This design comes from an exercise in tuning for small area on the open sky130 flow, not from production work.
At most, simulation tests tie the RTL to the original design; equivalence was not proved.
For runs 5 and 7, only the layout was checked, not whether the RTL still works.
Power is estimated from default activity; no workload was simulated. The flow treats the clock pin as an ideal source, which a real chip does not have.

`flow/area.abc`:
```
strash
dch -f
map -a
mfs2
strash
dch -f
map -a
topo
```
`standard.sh`:
```
#!/bin/bash
# synth_recipe.tcl (not shown) runs the flow's synth.tcl, then flattens the netlist and writes it again
# the make line also repeats each setting of config.mk as NAME=value (left out here)
make -C /OpenROAD-flow-scripts/flow DESIGN_CONFIG=/design/flow/config.mk WORK_HOME=/design/flow/orfs CLKGATE_MAP_FILE= SYNTH_SCRIPT=/design/flow/synth_recipe.tcl "${@:-finish}"
```
`config.mk`:
```
export PLATFORM = sky130hd
export DESIGN_NAME = tile_stats_accum
export DESIGN_NICKNAME = tile_stats_accum
export VERILOG_FILES = /design/flow/design.v
export SDC_FILE = /design/flow/constraint.sdc
export NUM_CORES = 4
export LEC_CHECK = 0
export CAP_MARGIN = 20
export CORE_MARGIN = 2
export CORE_UTILIZATION = 65
export PLACE_DENSITY = 0.8
export SLEW_MARGIN = 20
```
`design.v`:
```
module tile_stats_accum #(
    parameter int PIX_WIDTH   = 8,
    parameter int IMG_WIDTH   = 640,
    parameter int IMG_HEIGHT  = 480,
    parameter int TILE_WIDTH  = 16,
    parameter int TILE_HEIGHT = 16,
    localparam int TX_W = $clog2(IMG_WIDTH / TILE_WIDTH),
    localparam int TY_W = $clog2(IMG_HEIGHT / TILE_HEIGHT)
) (
    input  logic                 iClk,
    input  logic                 iRst,
    input  logic                 iValid,
    input  logic                 iSof,
    input  logic [PIX_WIDTH-1:0] iData,
    output logic                 oValid,
    output logic [TX_W-1:0]      oTileX,
    output logic [TY_W-1:0]      oTileY,
    output logic [PIX_WIDTH-1:0] oMean,
    output logic [PIX_WIDTH-1:0] oMin,
    output logic [PIX_WIDTH-1:0] oMax,
    output logic                 oFrameDone
);
    localparam int TILES_X = IMG_WIDTH / TILE_WIDTH;
    localparam int TILES_Y = IMG_HEIGHT / TILE_HEIGHT;
    localparam int LXW     = $clog2(TILE_WIDTH);
    localparam int LYW     = $clog2(TILE_HEIGHT);
    localparam int AREA_W  = $clog2(TILE_WIDTH * TILE_HEIGHT);
    localparam int SUM_W   = PIX_WIDTH + AREA_W;
    localparam int ENT_W   = SUM_W + 2 * PIX_WIDTH;
    logic [LXW-1:0]  lx, eLx;
    logic [LYW-1:0]  ly, eLy;
    logic [TX_W-1:0] col, eCol;
    logic [TY_W-1:0] row, eRow;
    logic            sof, runEnd, lineEnd, tileRowEnd, frameEnd;
    logic            tileFirst, tileLast;
    assign sof  = iValid && iSof;
    assign eLx  = sof ? '0 : lx;
    assign eLy  = sof ? '0 : ly;
    assign eCol = sof ? '0 : col;
    assign eRow = sof ? '0 : row;
    assign runEnd     = &eLx;
    assign lineEnd    = runEnd && (eCol == TX_W'(TILES_X - 1));
    assign tileRowEnd = &eLy;
    assign frameEnd   = tileRowEnd && (eRow == TY_W'(TILES_Y - 1));
    assign tileFirst  = (eLx == '0) && (eLy == '0);
    assign tileLast   = runEnd && tileRowEnd;
    always_ff @(posedge iClk or negedge iRst) begin
        if (!iRst) begin
            lx  <= '0;
            ly  <= '0;
            col <= '0;
            row <= '0;
        end else if (iValid) begin
            lx <= eLx + LXW'(1);
            if (runEnd)
                col <= lineEnd ? '0 : eCol + TX_W'(1);
            else
                col <= eCol;
            if (lineEnd) begin
                ly <= eLy + LYW'(1);
                if (tileRowEnd)
                    row <= frameEnd ? '0 : eRow + TY_W'(1);
                else
                    row <= eRow;
            end else begin
                ly  <= eLy;
                row <= eRow;
            end
        end
    end
    logic [SUM_W-1:0]     curSum, nxtSum;
    logic [PIX_WIDTH-1:0] curMin, curMax, nxtMin, nxtMax;
    logic [ENT_W-1:0]     acc, nxtEnt;
    assign {curSum, curMin, curMax} = acc;
    assign nxtEnt = {nxtSum, nxtMin, nxtMax};
    always_comb begin
        nxtSum = SUM_W'(iData);
        nxtMin = iData;
        nxtMax = iData;
        if (!tileFirst) begin
            nxtSum = curSum + SUM_W'(iData);
            nxtMin = (iData < curMin) ? iData : curMin;
            nxtMax = (iData > curMax) ? iData : curMax;
        end
    end
    logic                 phase;
    logic                 lxHi, lxLo;         
    logic                 shift, shiftN;
    logic [ENT_W-1:0]     ring [1:TILES_X-1];
    logic [ENT_W-1:0]     ringIn;
    assign shift  = iValid & ~iSof & lxHi;
    assign shiftN = ~iValid | iSof | lxLo;
    assign ringIn = nxtEnt ^ {ENT_W{phase}};
    always_ff @(posedge iClk or negedge iRst) begin
        if (!iRst) begin
            phase <= 1'b0;
            lxHi  <= 1'b0;
            lxLo  <= 1'b1;
        end else begin
            phase <= ~phase;
            if (iValid) begin
                lxHi <= (eLx == LXW'(TILE_WIDTH - 2));
                lxLo <= (eLx != LXW'(TILE_WIDTH - 2));
            end
        end
    end
    always_ff @(posedge iClk) begin
        for (int i = 1; i < TILES_X - 1; i++)
            ring[i] <= ~((ring[i+1] | {ENT_W{shiftN}}) & (ring[i] | {ENT_W{shift}}));
        ring[TILES_X-1] <= ~((ringIn | {ENT_W{shiftN}}) & (ring[TILES_X-1] | {ENT_W{shift}}));
    end
    always_ff @(posedge iClk) begin
        if (iValid)
            acc <= runEnd ? (ring[1] ^ {ENT_W{phase}}) : nxtEnt;
    end
    logic rec;
    assign rec = iValid && tileLast;
    always_ff @(posedge iClk or negedge iRst) begin
        if (!iRst) begin
            oValid     <= 1'b0;
            oTileX     <= '0;
            oTileY     <= '0;
            oMean      <= '0;
            oMin       <= '0;
            oMax       <= '0;
            oFrameDone <= 1'b0;
        end else begin
            oValid     <= rec;
            oFrameDone <= rec && lineEnd && frameEnd;
            if (rec) begin
                oTileX <= eCol;
                oTileY <= eRow;
                oMean  <= nxtSum[SUM_W-1:AREA_W];
                oMin   <= nxtMin;
                oMax   <= nxtMax;
            end
        end
    end
endmodule
```
`flow/run.sh`:
```
#!/bin/bash
# The standard layout with these changes to how it is built:
# - after the standard synthesis, its combinational logic is mapped again for
#   area (flow/area.abc); every register stays the instance the standard
#   synthesis made, with its name, cell type and connections;
# - the port buffers are made from the smallest buffer cell instead of the one
#   buffer_ports picks by itself (every port still gets a buffer);
# - clock tree synthesis adds no dummy loads to balance the tree.
# Each tool writes its full output to a log of its own in this folder.
set -euo pipefail
export BUFFER_PORTS_ARGS="-buffer_cell sky130_fd_sc_hd__buf_1"
export CTS_ARGS="-sink_clustering_enable -repair_clock_nets -sink_clustering_size 36 -sink_clustering_max_diameter 80 -buf_list sky130_fd_sc_hd__clkbuf_16 -dont_use_dummy_load"

res=orfs/results/$FLOW_PLATFORM/tile_stats_accum/base
plat=$FLOW_HOME/platforms/$FLOW_PLATFORM
lib=$plat/lib/sky130_fd_sc_hd__tt_025C_1v80.lib
yosys_bin=$FLOW_HOME/../tools/install/yosys/bin/yosys
[[ -x $yosys_bin ]] || yosys_bin=yosys

bash standard.sh synth > standard_synth.log 2>&1
cp $res/1_2_yosys.v standard_synth.v

# Cells the platform marks don't-use stay out of the new mapping.
dont_use=$(sed -n '/DONT_USE_CELLS += /,/^#/p' $plat/config.mk | grep -o 'sky130_fd_sc_hd__[a-z0-9_]*' | sed 's/^/-dont_use /' | tr '\n' ' ')
# Sequential cells stay black boxes, so no register is touched.
seq=$(grep -oE '^\s*sky130_fd_sc_hd__[a-z0-9_]+' standard_synth.v | sort -u | grep -E '__(df|edf|sdf|sedf|dl)' | tr '\n' ' ')
cat > resyn.ys <<EOF
read_liberty -ignore_miss_func $lib
read_verilog standard_synth.v
hierarchy -top $FLOW_TOP
blackbox $seq
flatten
hierarchy -top $FLOW_TOP
techmap
opt -fast
abc -liberty $lib $dont_use -script flow/area.abc
opt_clean
stat -liberty $lib
write_verilog -noattr -noexpr -nohex -nodec resyn.v
EOF
$yosys_bin -p "script resyn.ys" > resyn_yosys.log 2>&1

cp resyn.v $res/1_2_yosys.v
rm -f $res/1_synth.odb $res/1_synth.sdc
bash standard.sh > standard_flow.log 2>&1
```
`constraint.sdc`:
```
create_clock -name core_clock -period 8.0 [get_ports {iClk}]
set_input_delay 1.6000 -clock core_clock [delete_from_list [all_inputs] [get_ports {iClk}]]
set_output_delay 1.6000 -clock core_clock [all_outputs]
set_load 0.01 [all_outputs]
```
==> results of run 1 <==
[layout make-up]
class	instances	area, um^2
multi-input cells	1682	10030
fillers	4115	17190
inverters	68	271.5
flip-flops and latches	1339	27420
clock buffers	45	1126
repair buffers	72	475.5
diodes	1	2.502
well taps	765	957.2
[final timing paths]
| check | endpoint | startpoint | depth (start not counted) |
|---|---|---|---|
| max reg2reg | ring[39][30] | acc[16] | 23 |
| min in group asynchronous | oMax[2] | iRst | 2 |
| min | ring[14][17] | ring[15][17] | 1 |
| min reg2reg | ring[14][17] | ring[15][17] | 1 |
| max in group asynchronous | phase | iRst | 2 |
| max | acc[14] | iValid | 12 |
[sequential cells by signal (all words and copies together) (netlist names)]
name        cells
ly              4
oMax            8
oFrameDone      1
phase           1
lxLo            1
oValid          1
oTileY          5
col             6
lx              4
acc            32
lxHi            1
oMin            8
ring         1248
oMean           8
row             5
oTileX          6
[per-stage QoR]
step	util	std cells	TNS, ps	total power, mW
6_report	0.7009	3972	0	12.01
5_1_grt	0.7009	3972	0	12.57
3_5_place_dp	0.6811	3926	0	9.347
4_1_cts	0.7007	3971	0	12.11
2_1_floorplan	-	3089	-9682330	9.072
3_3_place_gp	0.6811	3926	0	9.239
[routing by layer]
layer,up-vias,track usage,wire length (um)
li1,12440,-,-
met2,307,0.3457,30480
met5,-,0,12
met3,84,0.03171,2224
met4,2,0.05685,1316
met1,11750,0.3094,31760
[cells in the final DEF (no fill, tap or decap), types with 2 or more instances in the layout]
cell / instances
nor2_1: 64
o22ai_1: 1227
nor3_1: 8
buf_1: 46
xnor2_1: 18
or2_2: 4
dfrtp_1: 57
xor2_1: 19
nand3_1: 11
dfxtp_1: 1248
nor4_1: 2
a31oi_1: 3
a22oi_1: 5
nand2_1: 156
o221ai_1: 35
buf_12: 9
o21ai_0: 77
edfxtp_1: 32
clkbuf_16: 45
buf_4: 15
clkinv_1: 67
a21oi_1: 38
a221oi_1: 2
[power by group through the flow]
stage / combinational [mW] / sequential, mW / clock [mW]
final: 1.00 / 8.20 / 2.81
after global routing: 1.13 / 8.32 / 3.11
after CTS: 1.01 / 8.21 / 2.89
after detailed placement: 1.00 / 8.34 / 0
after global placement: 0.938 / 8.30 / 0
after floorplan: 0.838 / 8.23 / 0
==> flow_metrics.py, run 1 <==
metrics = {
    "outcome": {
        "outcome": "complete, no violations",
    },
    "drt": {
        "wl_per_cell_um": 16.56,
        "ant_nets": 0,
        "routed_wl_um": 65790,
        "drt-initial-drc-count": 1601,
        "drc": 0,
        "vias": 24580,
        "first_pass_iters": 5,
        "viasPerCell": 6.188,
    },
    "power_and_ir_drop": {
        "comb_power_share": 0.083,
        "p_clk_frac": 0.234,
        "power.density_nw_per_um2": 298.2,
        "seq_power_share": 0.683,
        "swShare": 0.2260,
        "internal_power_mw": 9.299,
        "p_switching_mw": 2.716,
        "p_leak_nw": 14.95,
        "ir_worst_vdd_uv": 278.8,
    },
    "final_layout": {
        "final_cell_area_um2": 40280,
        "area_growth_pct": 6.885,
        "nets": 3220,
        "drive_above_1_share": 0.02527,
    },
    "timing": {
        "hold_slack_ps": 411.3,
        "clock.fmax_mhz": 205.7,
        "slew_violations": 0,
        "min_period_ps": 4861,
        "setup_viol": 0,
        "finalHoldViolations": 0,
        "maxSlewHeadroom": 0.2684,
        "rsz0062_at_grt": "false",
        "fin_worst_skew_ps": 62.66,
        "period_share": 0.6077,
        "worstMarginPinSlew_ps": 1097,
        "finalWorstSetupSlack_ps": 3139,
    },
    "cts": {
        "cts_tree": "built",
        "cts_hold_buf": 0,
        "root_buffer": "clkbuf_16",
        "cts-resized-gates": 0,
        "post_cts_buffers": 0,
        "cts_buffers": 45,
        "clkLatencyLatePin_ps": 630,
        "clk_path_buf_depth": 3,
        "htree_levels": 2,
        "clock-sinks": 1339,
        "clk_pin_slew_ps": 120,
    },
    "critical_path": {
        "crit_chain": "clkbuf_2 > clkinv_1 > nor2_1 > clkinv_1 > o41ai_1 > nand3_1 > nand2_1 > nor2_1 > a31oi_2 > o21ai_0 > nand2_1 > o21ai_0",
        "crit_slowest_cell": "nor2_1",
        "worst-setup-path-type": "input pin to flip-flop",
        "cp.arrival_ps": 5160,
        "cp-end-kind": "flip-flop",
        "cp-start-kind": "input pin",
        "worstPathMaxFanout": 17,
        "worst-path-buf-inv": 3,
        "max_stage_delay_ps": 720,
        "critPathTopFamily": "simple AND/OR/NAND/NOR gates",
        "critPathRequiredTime_ps": 8300,
        "rrSetupSlack_ps": 4520,
    },
    "synth": {
        "syn_area_um2": 37690,
        "avgSynthCellArea_um2": 12.20,
        "syn_nets": 3101,
        "ys_warn_count": 2,
        "synthesis.instances": 3089,
    },
    "floorplan": {
        "initial_core_util": 0.6557,
        "pin_count": 49,
        "coreArea_um2": 57480,
        "die_y_um": 244.8,
        "rows": 88,
        "dieArea_um2": 59920,
        "die-width_um": 244.8,
    },
    "placed_design": {
        "dpl_worst_slack_ps": 2196,
        "gp_congestion": 0.7808,
        "place.port_buffers": 48,
        "dpl_cell_area_um2": 39150,
        "hpwl_um": 38390,
    },
    "grt": {
        "track_usage": 0.2158,
        "grt_pass1_vias": 22790,
        "overflow": 0,
        "grt_pass1_wl_um": 110400,
        "grt_antenna_before_repair": 2,
        "grt_max_degree": 270,
    },
    "worst_hold_path": {
        "min_path_type": "flip-flop to flip-flop",
    },
    "flow_run": {
        "maxCapViolCount": 0,
    },
}
==> run 2: changes to the inputs <==
--- a/flow/run.sh
+++ b/flow/run.sh
@@ -9,7 +9,7 @@
 # Each tool writes its full output to a log of its own in this folder.
 set -euo pipefail
 export BUFFER_PORTS_ARGS="-buffer_cell sky130_fd_sc_hd__buf_1"
-export CTS_ARGS="-sink_clustering_enable -repair_clock_nets -sink_clustering_size 36 -sink_clustering_max_diameter 80 -buf_list sky130_fd_sc_hd__clkbuf_16 -dont_use_dummy_load"
+export CTS_ARGS="-sink_clustering_enable -repair_clock_nets -sink_clustering_size 34 -sink_clustering_max_diameter 80 -buf_list sky130_fd_sc_hd__clkbuf_16 -dont_use_dummy_load"
 
 res=orfs/results/$FLOW_PLATFORM/tile_stats_accum/base
 plat=$FLOW_HOME/platforms/$FLOW_PLATFORM
==> flow_metrics.py, run 2 <==
metrics = {
    "power_and_ir_drop": {
        "power.density_nw_per_um2": 298.9,
        "ir_worst_vdd_uv": 256.3,
        "p_total_mw": 12.05,
        "p_leak_nw": 14.96,
    },
    "timing": {
        "maxSlewHeadroom": 0.2859,
        "clock.fmax_mhz": 204.4,
        "min_period_ps": 4892,
        "finalWorstSetupSlack_ps": 3108,
        "tns_ps": 0,
        "setup_viol": 0,
        "worstMarginPinSlew_ps": 1071,
        "fin_worst_skew_ps": 61.48,
        "rsz0062_at_grt": "false",
        "hold_slack_ps": 386.9,
        "finalHoldViolations": 0,
        "slew_violations": 0,
        "period_share": 0.6115,
    },
    "cts": {
        "clkLatencyLatePin_ps": 640,
        "post_cts_buffers": 0,
        "cts-resized-gates": 0,
        "cts_hold_buf": 0,
        "cts_buffers": 46,
        "clk_path_buf_depth": 3,
        "clock-sinks": 1339,
        "cts_tree": "built",
        "clk_pin_slew_ps": 120,
        "htree_levels": 2,
        "root_buffer": "clkbuf_16",
    },
    "final_layout": {
        "n_fill_cell": 4140,
        "drive_above_1_share": 0.02557,
        "area_growth_pct": 6.952,
        "nets": 3221,
        "final_common_cell": "dfxtp_1",
        "largest_register_ffs": 1248,
        "top_regs": "ring: 1248 flops, acc: 32 flops",
        "layout_common_cells": "dfxtp_1, o22ai_1, nand2_1",
        "top_register": "ring",
    },
    "floorplan": {
        "pin_count": 49,
        "die_y_um": 244.8,
        "dieArea_um2": 59920,
        "coreArea_um2": 57480,
        "rows": 88,
        "initial_core_util": 0.6557,
        "die-width_um": 244.8,
    },
    "critical_path": {
        "cp-end-kind": "flip-flop",
        "worst-setup-path-type": "input pin to flip-flop",
        "cp.arrival_ps": 5200,
        "max_stage_delay_ps": 720,
        "crit_slowest_cell": "nor2_1",
        "critPathRequiredTime_ps": 8310,
        "critPathTopFamily": "simple AND/OR/NAND/NOR gates",
        "worst-path-buf-inv": 3,
        "crit_chain": "clkbuf_2 > clkinv_1 > nor2_1 > clkinv_1 > o41ai_1 > nand3_1 > nand2_1 > nor2_1 > a31oi_2 > o21ai_0 > nand2_1 > o21ai_0",
        "worstPathMaxFanout": 17,
        "cp-start-kind": "input pin",
    },
    "grt": {
        "grt_pass1_wl_um": 110300,
        "grt_max_degree": 270,
        "track_usage": 0.2156,
        "overflow": 0,
        "grt_antenna_before_repair": 2,
        "grt_pass1_vias": 22730,
    },
    "drt": {
        "wl_per_cell_um": 16.54,
        "ant_nets": 0,
        "routed_wl_um": 65720,
        "viasPerCell": 6.170,
        "vias": 24520,
        "first_pass_iters": 5,
        "drc": 0,
        "drt-initial-drc-count": 1599,
    },
    "synth": {
        "synthesis.instances": 3089,
        "syn_area_um2": 37690,
        "ys_warn_count": 2,
        "syn_nets": 3101,
        "avgSynthCellArea_um2": 12.20,
    },
    "placed_design": {
        "dpl_worst_slack_ps": 2196,
        "gp_congestion": 0.7808,
        "place.port_buffers": 48,
        "hpwl_um": 38390,
    },
    "flow_run": {
        "maxCapViolCount": 0,
    },
    "worst_hold_path": {
        "min_path_type": "flip-flop to flip-flop",
    },
    "outcome": {
        "outcome": "complete, no violations",
    },
}
## run 2: worst register-to-register path: stages (launching register included)
cell and delay (ps):
edfxtp_1 380, clkinv_1 70, nor2_1 210, nor2_1 70, nor2_1 170, maj3_1 230, nand3_1 70, nand2_1 120
a31oi_1 140, nor2_1 150, a21oi_1 60, clkinv_1 90, nand2_1 70, nor2_1 110, clkinv_1 110, nor2_1 100
clkinv_1 100, nor2_1 220, clkinv_1 160, nor2_1 170, nand2_1 80, xor2_1 180, o21ai_0 170, o221ai_1 150
## run 2: routing by layer
| layer | global-route usage | vias up | routed length (um) |
|---|---|---|---|
| li1 | - | 12450 | - |
| met3 | 0.02996 | 75 | 2170 |
| met1 | 0.3132 | 11720 | 31890 |
| met5 | 0 | - | 12 |
| met4 | 0.06008 | 2 | 1484 |
| met2 | 0.3408 | 269 | 30150 |
## run 2: through the flow
step | instances | instance area (um^2) | util
after CTS | 3972 | 40300 | 0.7012
after detailed placement | 3926 | 39150 | 0.6811
after global placement | 3926 | 39150 | 0.6811
after floorplan | 3089 | 37700 | -
after global routing | 3973 | 40310 | 0.7013
final | 3973 | 40310 | 0.7013
## run 2: area by class of cell
type / instances / area, um^2 / area share
sequential: 1339 / 27420 / 0.6803
antenna: 1 / 2.502 / 0.00006208
inverter: 68 / 271.5 / 0.006736
multi-input combinational: 1682 / 10030 / 0.2488
clock buffer: 46 / 1151 / 0.02856
tap: 765 / 957.2 / 0.02375
timing repair buffer: 72 / 475.5 / 0.01180
## run 2: worst paths after layout
check / start / cells past startpoint / endpoint / slack (ps)
max reg2reg: acc[16] / 23 / ring[39][30] / 4540
min reg2reg: ring[10][17] / 1 / ring[9][17] / 390
max in group asynchronous: iRst / 2 / phase / 6200
max: iValid / 12 / acc[14] / 3110
min: ring[10][17] / 1 / ring[9][17] / 390
min in group asynchronous: iRst / 2 / col[1] / 1170
## run 2: where the power goes
| part | internal, mW | total, mW | switching, mW | leakage, nW |
|---|---|---|---|---|
| Combinational | 0.594 | 1.00 | 0.408 | 2.36 |
| Clock | 1.05 | 2.84 | 1.80 | 0.567 |
| Sequential | 7.68 | 8.20 | 0.521 | 12.0 |
==> run 3: changes to the inputs <==
--- a/flow/run.sh
+++ b/flow/run.sh
@@ -9,7 +9,7 @@
 # Each tool writes its full output to a log of its own in this folder.
 set -euo pipefail
 export BUFFER_PORTS_ARGS="-buffer_cell sky130_fd_sc_hd__buf_1"
-export CTS_ARGS="-sink_clustering_enable -repair_clock_nets -sink_clustering_size 34 -sink_clustering_max_diameter 80 -buf_list sky130_fd_sc_hd__clkbuf_16 -dont_use_dummy_load"
+export CTS_ARGS="-sink_clustering_enable -repair_clock_nets -sink_clustering_size 30 -sink_clustering_max_diameter 100 -buf_list sky130_fd_sc_hd__clkbuf_16 -dont_use_dummy_load"
 
 res=orfs/results/$FLOW_PLATFORM/tile_stats_accum/base
 plat=$FLOW_HOME/platforms/$FLOW_PLATFORM
--- a/config.mk
+++ b/config.mk
@@ -7,6 +7,6 @@
 export LEC_CHECK = 0
 export CAP_MARGIN = 20
 export CORE_MARGIN = 2
-export CORE_UTILIZATION = 65
-export PLACE_DENSITY = 0.8
+export CORE_UTILIZATION = 40
+export GPL_TIMING_DRIVEN = 0
 export SLEW_MARGIN = 20
==> flow_metrics.py, run 3 <==
metrics = {
    "outcome": {
        "outcome": "complete, no violations",
    },
    "final_layout": {
        "layout_common_cells": "dfxtp_1, o22ai_1, nand2_1",
        "final_cell_area_um2": 42080,
        "drive_above_1_share": 0.03672,
        "n_fill_cell": 8702,
        "fin_cells": 4495,
        "area_growth_pct": 11.66,
        "nets": 3255,
        "diodes": 0,
        "largest_register_ffs": 1248,
        "top_regs": "ring: 1248 flops, acc: 32 flops",
        "top_register": "ring",
        "final_common_cell": "dfxtp_1",
    },
    "timing": {
        "period_share": 0.8445,
        "setup_viol": 0,
        "min_period_ps": 6756,
        "rsz0062_at_grt": "false",
        "slew_violations": 0,
        "tns_ps": 0,
        "finalHoldViolations": 0,
        "worstMarginPinSlew_ps": 1066,
        "finalWorstSetupSlack_ps": 1244,
        "fin_worst_skew_ps": 43.97,
        "maxSlewHeadroom": 0.2870,
        "clock.fmax_mhz": 148.0,
    },
    "drt": {
        "vias": 24410,
        "drc": 0,
        "wl_per_cell_um": 14.41,
        "drt-initial-drc-count": 1683,
        "first_pass_iters": 5,
        "ant_nets": 0,
        "viasPerCell": 5.431,
        "routed_wl_um": 64760,
    },
    "power_and_ir_drop": {
        "p_total_mw": 12.13,
        "p_clk_frac": 0.245,
        "ir_worst_vdd_uv": 148.7,
        "comb_power_share": 0.083,
        "seq_power_share": 0.672,
        "swShare": 0.2249,
        "p_leak_nw": 15.44,
        "internal_power_mw": 9.405,
        "power.density_nw_per_um2": 288.3,
        "p_switching_mw": 2.728,
    },
    "grt": {
        "overflow": 0,
        "grt_max_degree": 199,
        "track_usage": 0.1301,
        "grt_pass1_vias": 22150,
        "grt_pass1_wl_um": 109900,
        "grt_antenna_before_repair": 3,
    },
    "cts": {
        "clk_path_buf_depth": 3,
        "cts-resized-gates": 0,
        "root_buffer": "clkbuf_16",
        "cts_tree": "built",
        "htree_levels": 2,
        "cts_hold_buf": 0,
        "clkLatencyLatePin_ps": 650,
        "post_cts_buffers": 0,
        "cts_buffers": 50,
        "clock-sinks": 1339,
        "clk_pin_slew_ps": 110,
    },
    "worst_hold_path": {
        "holdPathEnd": "ring[3][1]",
        "holdCritStartpoint": "ring[4][1]",
        "min_path_type": "flip-flop to flip-flop",
        "hold_depth": 1,
    },
    "critical_path": {
        "rrSetupSlack_ps": 2910,
        "critPathRequiredTime_ps": 8580,
        "cp-end-kind": "flip-flop",
        "worstPathMaxFanout": 195,
        "r2r-start": "lxLo",
        "cp.arrival_ps": 7330,
        "cp-start-kind": "input pin",
        "r2r_cells": 11,
        "worst-setup-path-type": "input pin to flip-flop",
        "r2r_end": "ring[39][31]",
    },
    "floorplan": {
        "die_y_um": 311.0,
        "initial_core_util": 0.4038,
        "rows": 112,
        "coreArea_um2": 93330,
        "pin_count": 49,
        "die-width_um": 311.0,
        "dieArea_um2": 96690,
    },
    "synth": {
        "avgSynthCellArea_um2": 12.20,
        "syn_nets": 3101,
        "synthesis.instances": 3089,
        "syn_area_um2": 37690,
        "ys_warn_count": 2,
    },
    "placed_design": {
        "dpl_cell_area_um2": 40820,
        "hpwl_um": 38150,
        "place.port_buffers": 48,
        "gp_congestion": 0.7718,
        "dpl_worst_slack_ps": 505.3,
        "dp.cells": 4445,
    },
    "flow_run": {
        "maxCapViolCount": 0,
    },
}
## run 3: cell count changes in the layout (fill, tap and decap cells not counted), moves of 2 or more
cell,change
buf_16,+35
nor2_4,+2
buf_12,+10
clkbuf_16,+4
buf_4,-15
## run 3: critical path, stage by stage
cell,delay (ps)
buf_2,420
clkinv_1,290
nor2_1,180
clkinv_1,150
nor2_1,350
clkinv_8,420
buf_16,450
buf_16,370
nor2_1,920
clkinv_1,1070
nor2_1,380
clkinv_1,250
nand2_1,120
o211ai_1,90
o2111ai_1,120
## run 3: how the worst max path moves through the flow
stage | from | endpoint | slack, ps | depth (start not counted)
3_3_place_gp | iValid | ring[39][31] | -17430 | 11
4_1_cts | iValid | ring[39][31] | 1180 | 15
3_5_place_dp | iValid | ring[39][31] | 510 | 15
6_report | iValid | ring[39][31] | 1240 | 15
5_1_grt | iValid | ring[39][31] | 760 | 15
2_1_floorplan | iValid | ring[39][0] | -8090 | 5
## run 3: cell type report
class / instances / area, um^2 / area share
inverters: 68 / 269.0 / 0.006393
well taps: 1254 / 1569 / 0.03728
multi-input cells: 1682 / 10040 / 0.2386
flip-flops and latches: 1339 / 27420 / 0.6517
clock buffers: 50 / 1251 / 0.02973
repair buffers: 102 / 1526 / 0.03627
## run 3: per-stage QoR
stage / utilization / hold slack (ps)
2_1_floorplan: - / 426.3
3_3_place_gp: 0.4227 / 430.4
3_5_place_dp: 0.4374 / 433.7
4_1_cts: 0.4508 / 428.7
5_1_grt: 0.4509 / 452.1
6_report: 0.4509 / 429.2
## run 3: power by group through the flow
stage	clock network, mW	logic [mW]	registers (mW)
after floorplan	0	0.838	8.23
after global placement	0	0.964	8.37
after detailed placement	0	1.01	8.31
after CTS	3.12	1.01	8.17
after global routing	3.34	1.14	8.29
final	2.97	1.01	8.16
## run 3: per-layer routing
layer | up-vias | GRT usage | wire length (um)
li1 | 12580 | - | -
met1 | 11540 | 0.1925 | 34440
met2 | 232 | 0.1988 | 27090
met3 | 63 | 0.02286 | 2248
met4 | 2 | 0.02767 | 972
met5 | - | 0 | 7
==> run 4: changes to the inputs <==
--- a/config.mk
+++ b/config.mk
@@ -8,5 +8,7 @@
 export CAP_MARGIN = 20
 export CORE_MARGIN = 2
 export CORE_UTILIZATION = 40
-export GPL_TIMING_DRIVEN = 0
+export CTS_BUF_LIST = sky130_fd_sc_hd__clkbuf_16
+export CTS_CLUSTER_DIAMETER = 100
+export CTS_CLUSTER_SIZE = 30
 export SLEW_MARGIN = 20
==> flow_metrics.py, run 4 <==
metrics = {
    "outcome": {
        "outcome": "complete, no violations",
    },
    "synth": {
        "synthesis.instances": 3089,
        "syn_area_um2": 37690,
        "ys_warn_count": 2,
        "avgSynthCellArea_um2": 12.20,
        "syn_nets": 3101,
    },
    "worst_hold_path": {
        "holdPathEnd": "ring[32][15]",
        "min_path_type": "flip-flop to flip-flop",
        "holdCritStartpoint": "ring[33][15]",
        "hold_depth": 1,
    },
    "cts": {
        "cts_tree": "built",
        "cts_hold_buf": 0,
        "htree_levels": 2,
        "clk_pin_slew_ps": 110,
        "root_buffer": "clkbuf_16",
        "clkLatencyLatePin_ps": 640,
        "cts-resized-gates": 0,
        "post_cts_buffers": 0,
        "clock-sinks": 1339,
        "clk_path_buf_depth": 3,
        "cts_buffers": 50,
    },
    "drt": {
        "wl_per_cell_um": 14.64,
        "drc": 0,
        "first_pass_iters": 5,
        "viasPerCell": 5.432,
        "drt-initial-drc-count": 1821,
        "routed_wl_um": 65430,
        "vias": 24270,
        "ant_nets": 0,
    },
    "floorplan": {
        "pin_count": 49,
        "rows": 112,
        "dieArea_um2": 96690,
        "initial_core_util": 0.4038,
        "coreArea_um2": 93330,
        "die_y_um": 311.0,
        "die-width_um": 311.0,
    },
    "final_layout": {
        "top_register": "ring",
        "regArea_um2": 27420,
        "fin_util": 0.4393,
        "final_cell_area_um2": 41000,
        "layout_common_cells": "dfxtp_1, o22ai_1, nand2_1",
        "multi_input_area_um2": 10020,
        "top_regs": "ring: 1248 flops, acc: 32 flops",
        "drive_above_1_share": 0.02709,
        "nets": 3226,
        "largest_register_ffs": 1248,
        "area_growth_pct": 8.794,
        "fin_cells": 4468,
        "n_fill_cell": 8880,
        "final_common_cell": "dfxtp_1",
    },
    "timing": {
        "tns_ps": 0,
        "period_share": 0.6847,
        "maxSlewHeadroom": 0.2203,
        "setup_viol": 0,
        "rsz0062_at_grt": "false",
        "slew_violations": 0,
        "hold_slack_ps": 420.8,
        "finalWorstSetupSlack_ps": 2523,
        "min_period_ps": 5477,
        "clock.fmax_mhz": 182.6,
        "worstMarginPinSlew_ps": 1170,
        "finalHoldViolations": 0,
        "fin_worst_skew_ps": 46.19,
    },
    "critical_path": {
        "r2r_cells": 6,
        "r2r_end": "ring[23][14]",
        "cp.arrival_ps": 5860,
        "cp-start-kind": "input pin",
        "cp-end-kind": "flip-flop",
        "worst-setup-path-type": "input pin to flip-flop",
        "worstSetupStartpoint": "iValid",
        "critPathRequiredTime_ps": 8380,
        "rrSetupSlack_ps": 3930,
        "worstPathMaxFanout": 38,
        "r2r-start": "lxLo",
    },
    "grt": {
        "overflow": 0,
        "grt_antenna_before_repair": 1,
        "grt_pass1_wl_um": 110300,
        "grt_pass1_vias": 21720,
        "track_usage": 0.1310,
        "grt_max_degree": 260,
    },
    "power_and_ir_drop": {
        "power.density_nw_per_um2": 295.7,
        "p_total_mw": 12.12,
        "ir_worst_vdd_uv": 192.3,
        "p_leak_nw": 15.01,
    },
    "placed_design": {
        "gp_congestion": 0.7958,
        "place.port_buffers": 48,
        "dp.cells": 4416,
        "dpl_cell_area_um2": 39740,
        "dpl_worst_slack_ps": 1862,
        "hpwl_um": 35680,
    },
    "flow_run": {
        "maxCapViolCount": 0,
    },
}
[run 4: area by class of cell]
cell class / count / area share
Tap cell: 1254 / 0.03827
Inverter: 68 / 0.006622
Sequential cell: 1339 / 0.6688
Clock buffer: 50 / 0.03051
Multi-Input combinational cell: 1682 / 0.2444
Timing Repair Buffer: 73 / 0.01126
Antenna cell: 2 / 0.0001221
[run 4: per-layer routing]
metal | part of all wire | vias up | global-route usage
li1 | - | 12480 | -
met1 | 0.54 | 11490 | 0.2020
met2 | 0.41 | 229 | 0.1920
met3 | 0.034 | 69 | 0.02053
met4 | 0.016 | 2 | 0.02888
met5 | 0.00020 | - | 0
[run 4: worst max-delay path by stage]
stage | slack [ps] | end
floorplan | -8090 | ring[39][0]
global placement | 1970 | acc[12]
detailed placement | 1860 | acc[11]
CTS | 2560 | acc[12]
global route | 1970 | acc[12]
finish | 2520 | acc[12]
[run 4: critical path: stages]
cell,delay [ps]
clkbuf_2,100
buf_4,430
clkinv_1,310
nor2_1,700
clkinv_1,430
o21ai_0,180
nand3_1,500
nand2_1,220
nor2_1,70
a31oi_1,740
o21ai_0,340
nand2_1,110
o21ai_0,80
[run 4: report_power, final]
group	internal, mW	leakage, nW	switching (mW)
Combinational	0.593	2.36	0.378
Clock	1.13	0.616	1.85
Sequential	7.68	12.0	0.496
==> run 5: changes to the inputs <==
--- a/design.v
+++ b/design.v
@@ -68,29 +68,13 @@
             end
         end
     end
-    logic [SUM_W-1:0]     curSum, nxtSum;
-    logic [PIX_WIDTH-1:0] curMin, curMax, nxtMin, nxtMax;
-    logic [ENT_W-1:0]     acc, nxtEnt;
-    assign {curSum, curMin, curMax} = acc;
-    assign nxtEnt = {nxtSum, nxtMin, nxtMax};
-    always_comb begin
-        nxtSum = SUM_W'(iData);
-        nxtMin = iData;
-        nxtMax = iData;
-        if (!tileFirst) begin
-            nxtSum = curSum + SUM_W'(iData);
-            nxtMin = (iData < curMin) ? iData : curMin;
-            nxtMax = (iData > curMax) ? iData : curMax;
-        end
-    end
     logic                 phase;
     logic                 lxHi, lxLo;         
     logic                 shift, shiftN;
-    logic [ENT_W-1:0]     ring [1:TILES_X-1];
-    logic [ENT_W-1:0]     ringIn;
+    logic [ENT_W-1:0]     ring [TILES_X];
+    logic [ENT_W-1:0]     nxtEnt, ringIn;
     assign shift  = iValid & ~iSof & lxHi;
     assign shiftN = ~iValid | iSof | lxLo;
-    assign ringIn = nxtEnt ^ {ENT_W{phase}};
     always_ff @(posedge iClk or negedge iRst) begin
         if (!iRst) begin
             phase <= 1'b0;
@@ -104,14 +88,25 @@
             end
         end
     end
+    logic [SUM_W-1:0]     curSum, nxtSum, addend;
+    logic [PIX_WIDTH-1:0] curMin, curMax, nxtMin, nxtMax, pix;
+    logic                 first, takeMin, takeMax;
+    assign {curSum, curMin, curMax} = ring[0] ^ {ENT_W{phase}};
+    assign first   = iValid & tileFirst;
+    assign pix     = iData & {PIX_WIDTH{iValid}};
+    assign addend  = SUM_W'(pix);
+    assign takeMin = first | (iValid & (pix < curMin));
+    assign takeMax = first | (iValid & (pix > curMax));
+    assign nxtSum  = (first ? '0 : curSum) + addend;
+    assign nxtMin  = takeMin ? pix : curMin;
+    assign nxtMax  = takeMax ? pix : curMax;
+    assign nxtEnt  = {nxtSum, nxtMin, nxtMax};
+    assign ringIn  = nxtEnt ^ {ENT_W{phase}};
     always_ff @(posedge iClk) begin
+        ring[0] <= ~((ring[1] | {ENT_W{shiftN}}) & (ringIn | {ENT_W{shift}}));
         for (int i = 1; i < TILES_X - 1; i++)
             ring[i] <= ~((ring[i+1] | {ENT_W{shiftN}}) & (ring[i] | {ENT_W{shift}}));
         ring[TILES_X-1] <= ~((ringIn | {ENT_W{shiftN}}) & (ring[TILES_X-1] | {ENT_W{shift}}));
-    end
-    always_ff @(posedge iClk) begin
-        if (iValid)
-            acc <= runEnd ? (ring[1] ^ {ENT_W{phase}}) : nxtEnt;
     end
     logic rec;
     assign rec = iValid && tileLast;
==> flow/run.sh (replaced) <==
#!/bin/bash
# The standard layout with these changes to how it is built:
# - after the standard synthesis, its combinational logic is mapped again for
#   area with a few ABC scripts (flow/abc_*.abc), and the smallest result is
#   kept; every register stays the instance the standard synthesis made, with
#   its name, cell type and connections;
# - the port buffers are made from the smallest buffer cell instead of the one
#   buffer_ports picks by itself (every port still gets a buffer);
# - clock tree synthesis adds no dummy loads to balance the tree.
# Each tool run writes its full output to a log of its own in this folder.
set -euo pipefail
export BUFFER_PORTS_ARGS="-buffer_cell sky130_fd_sc_hd__buf_1"
export CTS_ARGS="-sink_clustering_enable -repair_clock_nets -sink_clustering_size 30 -sink_clustering_max_diameter 100 -buf_list sky130_fd_sc_hd__clkbuf_16 -dont_use_dummy_load"

res=orfs/results/$FLOW_PLATFORM/tile_stats_accum/base
plat=$FLOW_HOME/platforms/$FLOW_PLATFORM
lib=$plat/lib/sky130_fd_sc_hd__tt_025C_1v80.lib
yosys_bin=$FLOW_HOME/../tools/install/yosys/bin/yosys
[[ -x $yosys_bin ]] || yosys_bin=yosys

bash standard.sh synth > standard_synth.log 2>&1
cp $res/1_2_yosys.v standard_synth.v

# Cells the platform marks don't-use stay out of the new mapping.
dont_use=$(sed -n '/DONT_USE_CELLS += /,/^#/p' $plat/config.mk | grep -o 'sky130_fd_sc_hd__[a-z0-9_]*' | sed 's/^/-dont_use /' | tr '\n' ' ')
# Sequential cells stay black boxes, so no register is touched.
seq=$(grep -oE '^\s*sky130_fd_sc_hd__[a-z0-9_]+' standard_synth.v | sort -u | grep -E '__(df|edf|sdf|sedf|dl)' | tr '\n' ' ')

best=standard_synth.v
best_area=
for script in flow/abc_*.abc; do
  for pre in plain generic; do
    name=resyn_$(basename $script .abc)_$pre
    if [[ $pre == generic ]]; then
      first="abc -g AND,NAND,OR,NOR,XOR,XNOR,MUX
opt -fast"
    else
      first=""
    fi
    cat > $name.ys <<EOF
read_liberty -ignore_miss_func $lib
read_verilog standard_synth.v
hierarchy -top $FLOW_TOP
blackbox $seq
flatten
hierarchy -top $FLOW_TOP
techmap
opt -fast
$first
abc -liberty $lib $dont_use -script $script
opt_clean
stat -liberty $lib
write_verilog -noattr -noexpr -nohex -nodec $name.v
EOF
    if $yosys_bin -p "script $name.ys" > $name.log 2>&1; then
      area=$(grep 'Chip area' $name.log | tail -1 | awk '{print $NF}')
      echo "$name $area" >> resyn_areas.txt
      if [[ -z $best_area ]] || awk "BEGIN {exit !($area < $best_area)}"; then
        best=$name.v
        best_area=$area
      fi
    fi
  done
done
echo "kept $best $best_area" >> resyn_areas.txt

cp $best $res/1_2_yosys.v
rm -f $res/1_synth.odb $res/1_synth.sdc
bash standard.sh > standard_flow.log 2>&1
==> flow/abc_a.abc (new file) <==
strash
dch -f
map -a
mfs2
strash
dch -f
map -a
topo
==> flow/abc_b.abc (new file) <==
strash
dch -f
map -a
mfs2
strash
dch -f
map -a
mfs2
strash
dch -f
map -a
topo
==> flow/abc_c.abc (new file) <==
strash
ifraig
scorr
dc2
strash
dch -f
map -a
mfs2
strash
dch -f
map -a
topo
==> flow/abc_d.abc (new file) <==
strash
dch -f
amap
mfs2
strash
dch -f
map -a
topo
--- a/config.mk
+++ b/config.mk
@@ -8,7 +8,4 @@
 export CAP_MARGIN = 20
 export CORE_MARGIN = 2
 export CORE_UTILIZATION = 40
-export CTS_BUF_LIST = sky130_fd_sc_hd__clkbuf_16
-export CTS_CLUSTER_DIAMETER = 100
-export CTS_CLUSTER_SIZE = 30
 export SLEW_MARGIN = 20
removed: flow/area.abc
==> flow_metrics.py, run 5 <==
metrics = {
    "outcome": {
        "outcome": "complete, no violations",
    },
    "floorplan": {
        "coreArea_um2": 93050,
        "pin_count": 49,
        "dieArea_um2": 96200,
        "die-width_um": 310.2,
        "die_y_um": 310.2,
        "initial_core_util": 0.4029,
        "rows": 112,
    },
    "timing": {
        "maxSlewHeadroom": 0.2106,
        "clock.fmax_mhz": 148.3,
        "rsz0062_at_grt": "false",
        "setup_viol": 0,
        "tns_ps": 0,
        "worstMarginPinSlew_ps": 1184,
        "period_share": 0.8427,
        "slew_violations": 0,
        "finalWorstSetupSlack_ps": 1258,
        "fin_worst_skew_ps": 98.85,
        "min_period_ps": 6742,
        "finalHoldViolations": 0,
    },
    "cts": {
        "clk_pin_slew_ps": 110,
        "clock-sinks": 1339,
        "cts_buffers": 52,
        "htree_levels": 2,
        "clk_path_buf_depth": 3,
        "post_cts_buffers": 0,
        "root_buffer": "clkbuf_16",
        "clkLatencyLatePin_ps": 660,
        "cts_hold_buf": 0,
        "cts-resized-gates": 0,
        "cts_tree": "built",
    },
    "grt": {
        "grt_max_degree": 276,
        "overflow": 0,
        "grt_pass1_wl_um": 112700,
        "grt_pass1_vias": 23170,
        "grt_antenna_before_repair": 4,
        "track_usage": 0.1354,
    },
    "power_and_ir_drop": {
        "comb_power_share": 0.082,
        "power.density_nw_per_um2": 301.3,
        "p_total_mw": 12.33,
        "p_leak_nw": 15.23,
        "ir_worst_vdd_uv": 178.1,
        "p_clk_frac": 0.246,
        "internal_power_mw": 9.439,
        "p_switching_mw": 2.892,
        "seq_power_share": 0.672,
        "swShare": 0.2345,
    },
    "synth": {
        "syn_area_um2": 37490,
        "avgSynthCellArea_um2": 12.09,
        "synthesis.instances": 3101,
        "ys_warn_count": 2,
        "syn_nets": 3113,
    },
    "critical_path": {
        "rrSetupSlack_ps": 2980,
        "worstSetupStartpoint": "iValid",
        "r2r_cells": 25,
        "cp-start-kind": "input pin",
        "cp.arrival_ps": 7210,
        "endpoint": "ring[0][31]",
        "crit_slowest_cell": "buf_1",
        "critPathRequiredTime_ps": 8470,
        "r2r_end": "ring[0][29]",
        "r2r-start": "lx[0]",
        "cp-end-kind": "flip-flop",
        "max_stage_delay_ps": 630,
        "worstPathMaxFanout": 19,
        "worst-setup-path-type": "input pin to flip-flop",
    },
    "placed_design": {
        "place.port_buffers": 48,
        "dp.cells": 4429,
        "dpl_worst_slack_ps": 609.7,
        "gp_congestion": 0.8130,
        "hpwl_um": 36700,
    },
    "final_layout": {
        "final_common_cell": "o22ai_1",
        "nets": 3241,
        "layout_common_cells": "o22ai_1, dfxtp_1, nand2_1",
        "largest_register_ffs": 1280,
        "drive_above_1_share": 0.02727,
        "area_growth_pct": 9.154,
        "fin_cells": 4483,
        "n_fill_cell": 8798,
        "top_register": "ring",
    },
    "drt": {
        "viasPerCell": 5.438,
        "wl_per_cell_um": 14.80,
        "first_pass_iters": 5,
        "ant_nets": 0,
        "drc": 0,
        "vias": 24380,
        "routed_wl_um": 66360,
        "drt-initial-drc-count": 1573,
    },
    "worst_hold_path": {
        "min_path_type": "flip-flop to flip-flop",
    },
    "flow_run": {
        "maxCapViolCount": 0,
    },
}
[run 5: worst min path at each step]
stage                     slack (ps)          from           end  cells after the start
after floorplan                  430   ring[38][0]   ring[38][0]                      1
after global placement           440  ring[21][27]  ring[21][27]                      1
after detailed placement         440  ring[21][22]  ring[21][22]                      1
after CTS                        390   ring[26][1]   ring[25][1]                      1
after global routing             400   ring[26][1]   ring[25][1]                      1
final                            380   ring[26][1]   ring[25][1]                      1
[run 5: stage by stage]
step                area, um^2  hold WS [ps]    util
finish                   40930         384.1  0.4398
global route             40920         399.1  0.4398
CTS                      40920         386.3  0.4398
detailed placement       39620         441.5  0.4258
global placement         39620         435.5  0.4258
floorplan                37540         426.3       -
[run 5: per-layer routing]
layer,vias up,GRT usage,wire length [um]
met3,78,0.02506,2731
met5,-,0,26
met4,4,0.02943,1026
met2,232,0.2110,27300
met1,11510,0.1955,35280
li1,12560,-,-
[run 5: power by group through the flow]
stage                     registers, mW  logic, mW  clock network, mW
final                              8.29       1.01               3.03
after global routing               8.43       1.16               3.40
after CTS                          8.30       1.02               3.18
after detailed placement           8.44       1.02                  0
after global placement             8.45      0.975                  0
after floorplan                    8.34      0.831                  0
[run 5: layout make-up]
type,count,area (um^2),area share
diodes,2,5.005,0.0001223
clock buffers,52,1301,0.03180
inverters,61,256.5,0.006267
multi-input cells,1701,10200,0.2492
flip-flops and latches,1339,27100,0.6623
well taps,1254,1569,0.03834
repair buffers,74,491.7,0.01202
[run 5: worst max-delay path, delay by kind of cell]
kind	cells	cell delay [ps]
AO/OA/AOI/OAI	10	1580
XOR/XNOR	1	150
buffers and inverters	9	2180
AND/OR/NAND/NOR	11	1680
==> run 6: changes to the inputs <==
--- a/design.v
+++ b/design.v
@@ -102,11 +102,16 @@
     assign nxtMax  = takeMax ? pix : curMax;
     assign nxtEnt  = {nxtSum, nxtMin, nxtMax};
     assign ringIn  = nxtEnt ^ {ENT_W{phase}};
-    always_ff @(posedge iClk) begin
+    always_ff @(posedge iClk or negedge iRst) begin
+        if (!iRst) begin
+            for (int i = 0; i < TILES_X; i++)
+                ring[i] <= '0;
+        end else begin
         ring[0] <= ~((ring[1] | {ENT_W{shiftN}}) & (ringIn | {ENT_W{shift}}));
         for (int i = 1; i < TILES_X - 1; i++)
             ring[i] <= ~((ring[i+1] | {ENT_W{shiftN}}) & (ring[i] | {ENT_W{shift}}));
         ring[TILES_X-1] <= ~((ringIn | {ENT_W{shiftN}}) & (ring[TILES_X-1] | {ENT_W{shift}}));
+        end
     end
     logic rec;
     assign rec = iValid && tileLast;
==> flow_metrics.py, run 6 <==
metrics = {
    "critical_path": {
        "r2r_cells": 25,
        "critPathRequiredTime_ps": 8460,
        "cp-start-kind": "input pin",
        "cp-end-kind": "flip-flop",
        "rrSetupSlack_ps": 2140,
        "max_stage_delay_ps": 490,
        "r2r_end": "ring[0][31]",
        "crit_slowest_cell": "maj3_1",
        "crit_top_cell": "nor2_1",
        "cp.arrival_ps": 6850,
        "r2r-start": "phase",
        "worst-setup-path-type": "input pin to flip-flop",
        "worstPathMaxFanout": 15,
    },
    "grt": {
        "overflow": 0,
        "grt_pass1_vias": 26090,
        "track_usage": 0.1475,
        "grt_pass1_wl_um": 140300,
        "grt_max_degree": 287,
        "grt_antenna_before_repair": 5,
    },
    "timing": {
        "finalWorstSetupSlack_ps": 1610,
        "rsz0062_at_grt": "false",
        "clock.fmax_mhz": 156.5,
        "finalHoldViolations": 0,
        "worstMarginPinSlew_ps": 1199,
        "period_share": 0.7987,
        "min_period_ps": 6390,
        "setup_viol": 0,
        "tns_ps": 0,
        "maxSlewHeadroom": 0.2004,
        "hold_slack_ps": 414.9,
        "fin_worst_skew_ps": 57.06,
        "slew_violations": 0,
    },
    "cts": {
        "cts-resized-gates": 0,
        "clock-sinks": 1339,
        "post_cts_buffers": 0,
        "cts_tree": "built",
        "clkLatencyLatePin_ps": 660,
        "cts_hold_buf": 0,
        "clk_path_buf_depth": 3,
        "clk_pin_slew_ps": 110,
        "root_buffer": "clkbuf_16",
        "cts_buffers": 50,
        "htree_levels": 2,
    },
    "power_and_ir_drop": {
        "ir_worst_vdd_uv": 184.8,
        "power.density_nw_per_um2": 264.8,
        "p_leak_nw": 20.61,
    },
    "final_layout": {
        "fin_util": 0.4387,
        "multi_input_area_um2": 10270,
        "regArea_um2": 33510,
        "final_common_cell": "dfrtp_1",
        "drive_above_1_share": 0.03474,
        "nets": 3267,
        "largest_register_ffs": 1280,
        "layout_common_cells": "dfrtp_1, o22ai_1, nand2_1",
        "fin_cells": 4668,
        "top_register": "ring",
        "area_growth_pct": 8.707,
        "n_fill_cell": 9951,
    },
    "floorplan": {
        "die_y_um": 335.6,
        "dieArea_um2": 112600,
        "coreArea_um2": 109000,
        "initial_core_util": 0.4035,
        "rows": 121,
        "pin_count": 49,
        "die-width_um": 335.6,
    },
    "drt": {
        "wl_per_cell_um": 17.86,
        "first_pass_iters": 5,
        "drc": 0,
        "drt-initial-drc-count": 2246,
        "vias": 26660,
        "routed_wl_um": 83360,
        "ant_nets": 0,
        "viasPerCell": 5.711,
    },
    "synth": {
        "ys_warn_count": 2,
        "syn_nets": 3123,
        "syn_area_um2": 43990,
        "synthesis.instances": 3111,
        "avgSynthCellArea_um2": 14.14,
    },
    "placed_design": {
        "gp_congestion": 0.8475,
        "dp.cells": 4615,
        "dpl_worst_slack_ps": 1068,
        "hpwl_um": 46090,
        "place.port_buffers": 48,
    },
    "worst_hold_path": {
        "hold_depth": 1,
        "holdCritStartpoint": "ring[3][31]",
        "holdPathEnd": "ring[2][31]",
        "min_path_type": "flip-flop to flip-flop",
    },
    "outcome": {
        "outcome": "complete, no violations",
    },
    "flow_run": {
        "maxCapViolCount": 0,
    },
}
[run 6: per-layer routing]
metal / GRT usage / share of wire
met2: 0.2037 / 0.42
met3: 0.02402 / 0.045
met4: 0.03005 / 0.016
met5: 0 / 0.00043
met1: 0.2424 / 0.52
[run 6: layout make-up]
type	instances	area share
inverter	62	0.005861
timing repair buffer	92	0.01533
clock buffer	50	0.02617
multi-input combinational	1710	0.2148
sequential	1339	0.7008
tap	1414	0.03700
antenna	1	0.00005233
[run 6: how the worst max path moves through the flow]
stage           start     endpoint  slack, ps  depth (start not counted)
2_1_floorplan  iValid   ring[0][0]     -10500                          7
3_3_place_gp   iValid  ring[0][31]       1060                         29
3_5_place_dp   iValid  ring[0][31]       1070                         29
4_1_cts        iValid  ring[0][31]       1730                         29
5_1_grt        iValid  ring[0][31]       1130                         29
6_report       iValid  ring[0][31]       1610                         29
[run 6: power by group]
group | total, mW | internal, mW | switching, mW
clock network | 3.05 | 1.13 | 1.92
logic | 1.27 | 0.648 | 0.622
registers | 8.34 | 7.75 | 0.587
[run 6: stage by stage]
stage / cell area (um^2) / total power, mW
6_report: 47820 / 12.66
5_1_grt: 47810 / 13.33
4_1_cts: 47750 / 12.82
3_5_place_dp: 46500 / 9.761
3_3_place_gp: 46500 / 9.709
2_1_floorplan: 44040 / 9.289
[run 6: critical path: cells and delay by family]
| kind | cells | cell delay (ps) |
|---|---|---|
| and+or+nand+nor | 10 | 1540 |
| AOI/OAI and AO/OA | 9 | 1390 |
| adders and majority gates | 2 | 870 |
| buffers and inverters | 8 | 1430 |
==> run 7: changes to the inputs <==
--- a/design.v
+++ b/design.v
@@ -102,16 +102,11 @@
     assign nxtMax  = takeMax ? pix : curMax;
     assign nxtEnt  = {nxtSum, nxtMin, nxtMax};
     assign ringIn  = nxtEnt ^ {ENT_W{phase}};
-    always_ff @(posedge iClk or negedge iRst) begin
-        if (!iRst) begin
-            for (int i = 0; i < TILES_X; i++)
-                ring[i] <= '0;
-        end else begin
+    always_ff @(posedge iClk) begin
         ring[0] <= ~((ring[1] | {ENT_W{shiftN}}) & (ringIn | {ENT_W{shift}}));
         for (int i = 1; i < TILES_X - 1; i++)
             ring[i] <= ~((ring[i+1] | {ENT_W{shiftN}}) & (ring[i] | {ENT_W{shift}}));
         ring[TILES_X-1] <= ~((ringIn | {ENT_W{shiftN}}) & (ring[TILES_X-1] | {ENT_W{shift}}));
-        end
     end
     logic rec;
     assign rec = iValid && tileLast;
--- a/flow/run.sh
+++ b/flow/run.sh
@@ -10,7 +10,7 @@
 # Each tool run writes its full output to a log of its own in this folder.
 set -euo pipefail
 export BUFFER_PORTS_ARGS="-buffer_cell sky130_fd_sc_hd__buf_1"
-export CTS_ARGS="-sink_clustering_enable -repair_clock_nets -sink_clustering_size 30 -sink_clustering_max_diameter 100 -buf_list sky130_fd_sc_hd__clkbuf_16 -dont_use_dummy_load"
+export CTS_ARGS="-sink_clustering_enable -repair_clock_nets -sink_clustering_size 34 -sink_clustering_max_diameter 80 -buf_list sky130_fd_sc_hd__clkbuf_16 -dont_use_dummy_load"
 
 res=orfs/results/$FLOW_PLATFORM/tile_stats_accum/base
 plat=$FLOW_HOME/platforms/$FLOW_PLATFORM
--- a/config.mk
+++ b/config.mk
@@ -7,5 +7,6 @@
 export LEC_CHECK = 0
 export CAP_MARGIN = 20
 export CORE_MARGIN = 2
-export CORE_UTILIZATION = 40
+export CORE_UTILIZATION = 65
+export PLACE_DENSITY = 0.8
 export SLEW_MARGIN = 20
==> flow_metrics.py, run 7 <==
metrics = {
    "outcome": {
        "outcome": "complete, no violations",
    },
    "final_layout": {
        "area_growth_pct": 7.138,
        "nets": 3233,
        "largest_register_ffs": 1280,
        "fin_cells": 3984,
        "final_cell_area_um2": 40170,
        "drive_above_1_share": 0.02485,
        "diodes": 0,
        "layout_common_cells": "o22ai_1, dfxtp_1, nand2_1",
        "fin_util": 0.7002,
        "final_common_cell": "o22ai_1",
        "top_register": "ring",
    },
    "drt": {
        "routed_wl_um": 67430,
        "wl_per_cell_um": 16.92,
        "first_pass_iters": 5,
        "ant_nets": 0,
        "vias": 24830,
        "viasPerCell": 6.231,
        "drc": 0,
        "drt-initial-drc-count": 1737,
    },
    "synth": {
        "avgSynthCellArea_um2": 12.09,
        "ys_warn_count": 2,
        "synthesis.instances": 3101,
        "syn_nets": 3113,
        "syn_area_um2": 37490,
    },
    "critical_path": {
        "cp-end-kind": "flip-flop",
        "max_stage_delay_ps": 480,
        "crit_slowest_cell": "buf_1",
        "worst-setup-path-type": "input pin to flip-flop",
        "cp-start-kind": "input pin",
        "critPathRequiredTime_ps": 8450,
        "worstPathMaxFanout": 19,
        "cp.arrival_ps": 7090,
    },
    "power_and_ir_drop": {
        "p_switching_mw": 2.911,
        "internal_power_mw": 9.357,
        "ir_worst_vdd_uv": 236.3,
        "p_total_mw": 12.27,
        "swShare": 0.2373,
        "p_leak_nw": 15.16,
        "comb_power_share": 0.085,
        "p_clk_frac": 0.236,
        "seq_power_share": 0.679,
        "power.density_nw_per_um2": 305.4,
    },
    "cts": {
        "clock-sinks": 1339,
        "cts_tree": "built",
        "cts_hold_buf": 0,
        "root_buffer": "clkbuf_16",
        "cts_buffers": 48,
        "clk_path_buf_depth": 3,
        "post_cts_buffers": 0,
        "cts-resized-gates": 0,
        "clk_pin_slew_ps": 110,
        "clkLatencyLatePin_ps": 630,
        "htree_levels": 2,
    },
    "grt": {
        "grt_pass1_wl_um": 113500,
        "track_usage": 0.2209,
        "grt_max_degree": 279,
        "grt_antenna_before_repair": 0,
        "grt_pass1_vias": 23130,
        "overflow": 0,
    },
    "timing": {
        "tns_ps": 0,
        "min_period_ps": 6642,
        "worstMarginPinSlew_ps": 1207,
        "fin_worst_skew_ps": 64.93,
        "clock.fmax_mhz": 150.5,
        "rsz0062_at_grt": "false",
        "slew_violations": 0,
        "hold_slack_ps": 376.9,
        "setup_viol": 0,
        "period_share": 0.8303,
        "finalWorstSetupSlack_ps": 1358,
        "finalHoldViolations": 0,
        "maxSlewHeadroom": 0.1955,
    },
    "floorplan": {
        "initial_core_util": 0.6536,
        "rows": 88,
        "coreArea_um2": 57370,
        "die_y_um": 244.2,
        "dieArea_um2": 59620,
        "die-width_um": 244.2,
        "pin_count": 49,
    },
    "placed_design": {
        "gp_congestion": 0.8383,
        "hpwl_um": 38890,
        "dp.cells": 3936,
        "dpl_worst_slack_ps": 763.5,
        "place.port_buffers": 48,
        "dpl_cell_area_um2": 38960,
    },
    "worst_hold_path": {
        "min_path_type": "flip-flop to flip-flop",
    },
    "flow_run": {
        "maxCapViolCount": 0,
    },
}
-- run 7: critical path, delay by kind of cell --
kind	cells	cell delay (ps)
buf+inv	8	1910
xor+xnor	1	160
compound gates	10	1630
simple gates	11	1750
-- run 7: final timing paths --
check | startpoint | endpoint | slack, ps | depth (start not counted)
setup / recovery | iValid | ring[0][31] | 1360 | 30
hold / removal | ring[20][14] | ring[19][14] | 380 | 1
setup reg to reg | lx[0] | ring[0][29] | 2910 | 24
hold reg to reg | ring[20][14] | ring[19][14] | 380 | 1
max in group asynchronous | iRst | phase | 6200 | 2
min in group asynchronous | iRst | oFrameDone | 1150 | 2
-- run 7: layout make-up --
class	instances	area [um^2]
fillers	4134	17200
repair buffers	70	446.7
flip-flops and latches	1339	27100
multi-input cells	1701	10200
inverters	61	256.5
well taps	765	957.2
clock buffers	48	1201
-- run 7: power groups by stage --
stage	clock [mW]	combinational, mW	sequential (mW)
floorplan	0	0.831	8.34
global placement	0	0.972	8.44
detailed placement	0	1.04	8.47
finish	2.90	1.04	8.33
global route	3.19	1.19	8.46
CTS	2.97	1.05	8.34
-- run 7: routing by layer --
metal | wire, um | global-route usage | vias to the layer above | part of all wire
met5 | 0 | 0 | - | 0
met4 | 1066 | 0.04914 | 0 | 0.016
met3 | 2310 | 0.02447 | 72 | 0.034
met2 | 29880 | 0.3355 | 389 | 0.44
met1 | 34170 | 0.3422 | 11840 | 0.51
li1 | - | - | 12530 | -
==> run 8: changes to the inputs <==
--- a/design.v
+++ b/design.v
@@ -73,8 +73,8 @@
     logic                 shift, shiftN;
     logic [ENT_W-1:0]     ring [TILES_X];
     logic [ENT_W-1:0]     nxtEnt, ringIn;
-    assign shift  = iValid & ~iSof & lxHi;
-    assign shiftN = ~iValid | iSof | lxLo;
+    assign shift  = (iValid & ~iSof & lxHi) | ~iRst;
+    assign shiftN = ~iValid | iSof | lxLo | ~iRst;
     always_ff @(posedge iClk or negedge iRst) begin
         if (!iRst) begin
             phase <= 1'b0;
==> flow_metrics.py, run 8 <==
metrics = {
    "outcome": {
        "outcome": "complete, no violations",
    },
    "synth": {
        "synthesis.instances": 3084,
        "syn_nets": 3096,
        "ys_warn_count": 2,
        "avgSynthCellArea_um2": 12.14,
        "syn_area_um2": 37450,
    },
    "floorplan": {
        "initial_core_util": 0.6603,
        "die_y_um": 244.0,
        "dieArea_um2": 59550,
        "pin_count": 49,
        "rows": 87,
        "coreArea_um2": 56710,
        "die-width_um": 244.0,
    },
    "grt": {
        "overflow": 0,
        "grt_max_degree": 296,
        "grt_pass1_vias": 23030,
        "track_usage": 0.2108,
        "grt_pass1_wl_um": 109200,
        "grt_antenna_before_repair": 1,
    },
    "timing": {
        "finalHoldViolations": 0,
        "slew_violations": 0,
        "tns_ps": 0,
        "min_period_ps": 7244,
        "rsz0062_at_grt": "false",
        "maxSlewHeadroom": 0.2638,
        "clock.fmax_mhz": 138.0,
        "period_share": 0.9055,
        "setup_viol": 0,
        "finalWorstSetupSlack_ps": 755.6,
        "worstMarginPinSlew_ps": 1104,
        "fin_worst_skew_ps": 36.16,
    },
    "critical_path": {
        "max_stage_delay_ps": 700,
        "crit_top_cell": "clkinv_1",
        "worst-setup-path-type": "input pin to flip-flop",
        "crit_slowest_cell": "buf_1",
        "cp-start-kind": "input pin",
        "critPathRequiredTime_ps": 8430,
        "critPathTopFamily": "simple AND/OR/NAND/NOR gates",
        "worstPathMaxFanout": 13,
        "r2r-start": "ly[0]",
        "worstSetupStartpoint": "iValid",
        "cp.arrival_ps": 7680,
        "cp-end-kind": "flip-flop",
        "worst-path-buf-inv": 9,
    },
    "final_layout": {
        "largest_register_ffs": 1280,
        "nets": 3215,
        "area_growth_pct": 6.993,
        "layout_common_cells": "o22ai_1, dfxtp_1, nand2_1",
        "diodes": 0,
        "n_fill_cell": 4019,
        "top_register": "ring",
        "drive_above_1_share": 0.02749,
        "final_common_cell": "o22ai_1",
    },
    "drt": {
        "viasPerCell": 6.253,
        "routed_wl_um": 65230,
        "ant_nets": 0,
        "first_pass_iters": 7,
        "wl_per_cell_um": 16.48,
        "wl_met3_um": 2761,
        "drc": 0,
        "highest_layer": "met5",
        "drt-initial-drc-count": 2051,
        "vias": 24740,
        "dr_wl_met2_um": 29840,
        "wl_met1_um": 31240,
    },
    "cts": {
        "clk_pin_slew_ps": 120,
        "clk_path_buf_depth": 3,
        "cts_buffers": 45,
        "htree_levels": 2,
        "post_cts_buffers": 0,
        "cts-resized-gates": 0,
        "cts_hold_buf": 0,
        "clkLatencyLatePin_ps": 630,
        "cts_tree": "built",
        "root_buffer": "clkbuf_16",
        "clock-sinks": 1339,
    },
    "power_and_ir_drop": {
        "power.density_nw_per_um2": 271.2,
        "p_switching_mw": 2.400,
        "seq_power_share": 0.685,
        "ir_worst_vdd_uv": 229.3,
        "comb_power_share": 0.056,
        "p_leak_nw": 15.06,
        "internal_power_mw": 8.466,
        "p_clk_frac": 0.258,
        "swShare": 0.2209,
    },
    "placed_design": {
        "dpl_worst_slack_ps": 322.2,
        "hpwl_um": 37530,
        "gp_congestion": 0.8460,
        "place.port_buffers": 48,
    },
    "worst_hold_path": {
        "min_path_type": "flip-flop to flip-flop",
        "holdCritStartpoint": "ring[33][28]",
    },
    "flow_run": {
        "maxCapViolCount": 0,
    },
}
-- run 8: path summary, 6_finish.rpt --
check / endpoint / slack [ps] / cells after the start
min in group asynchronous: oMean[0] / 1130 / 1
max reg2reg: ring[0][30] / 2480 / 25
min: ring[32][28] / 450 / 1
max: ring[0][30] / 760 / 28
max in group asynchronous: phase / 6240 / 1
min reg2reg: ring[32][28] / 450 / 1
-- run 8: cell type report --
cell class | instances | area [um^2] | share of cell area
inverter | 65 | 271.5 | 0.006777
multi-input combinational | 1680 | 10130 | 0.2530
clock buffer | 45 | 1126 | 0.02811
timing repair buffer | 72 | 484.2 | 0.01209
sequential | 1339 | 27100 | 0.6765
tap | 756 | 945.9 | 0.02361
-- run 8: metrics by stage --
step                      cell area, um^2  total power, mW  hold WS, ps    util  cells
after floorplan                     37510            8.198        426.3       -   3084
after detailed placement            38890            8.192        441.5  0.6858   3910
after global placement              38890            8.133        436.1  0.6858   3910
after global routing                40070            11.30        452.9  0.7065   3957
final                               40070            10.87        447.7  0.7065   3957
after CTS                           40020            10.94        436.9  0.7056   3955
-- run 8: power by group through the flow --
stage	registers [mW]	logic, mW	clock network, mW
2_1_floorplan	7.54	0.661	0
3_3_place_gp	7.57	0.563	0
3_5_place_dp	7.59	0.605	0
4_1_cts	7.45	0.608	2.88
5_1_grt	7.51	0.687	3.10
6_report	7.45	0.612	2.81
-- run 8: metal layers --
layer,track usage,vias to the layer above
li1,-,12430
met1,0.3098,11800
met2,0.3265,409
met3,0.03095,98
met4,0.06062,2
met5,0,-

-- what the ideal ports hide --
The results above use ideal ports. As a check the final layouts listed here were re-extracted and re-timed, cells and wires unchanged. Step 1 assumes that a clkbuf_16 drives the clock port and a buf_2 every other input. Step 2 adds t to the input delays and takes it off the output delays; t is the mean of the earliest and latest rising clock arrival at the registers after step 1. Input paths then give back, and output paths get back, about the clock's delay inside the block. a / b / c = ideal ports / drivers / drivers and shift; a / b = the first two.
| run | t (ns) | setup WS [ns] | worst setup path after step 2 | clock arrival spread, ns | pins driven straight from the clock port |
|---|---|---|---|---|---|
| run 1 | 0.665 | 3.139 / 3.176 / 2.511 | input to register | 0.064 / 0.064 | 1 |
| run 2 | 0.670 | 3.108 / 3.144 / 2.474 | input to register | 0.064 / 0.063 | 1 |
| run 3 | 0.690 | 1.244 / 1.249 / 0.559 | input to register | 0.053 / 0.053 | 1 |
| run 4 | 0.681 | 2.523 / 2.559 / 1.878 | input to register | 0.058 / 0.058 | 1 |
| run 5 | 0.681 | 1.258 / 1.294 / 0.613 | input to register | 0.108 / 0.108 | 1 |
| run 6 | 0.704 | 1.610 / 1.642 / 0.938 | input to register | 0.064 / 0.064 | 1 |
| run 7 | 0.657 | 1.358 / 1.389 / 0.731 | input to register | 0.074 / 0.073 | 1 |
| run 8 | 0.667 | 0.756 / 0.786 / 0.118 | input to register | 0.044 / 0.043 | 1 |
After both steps every run listed still meets setup and hold. For run 3, which loses most, drivers alone change the setup slack by +0.005 ns; drivers and shift together by -0.685 ns.
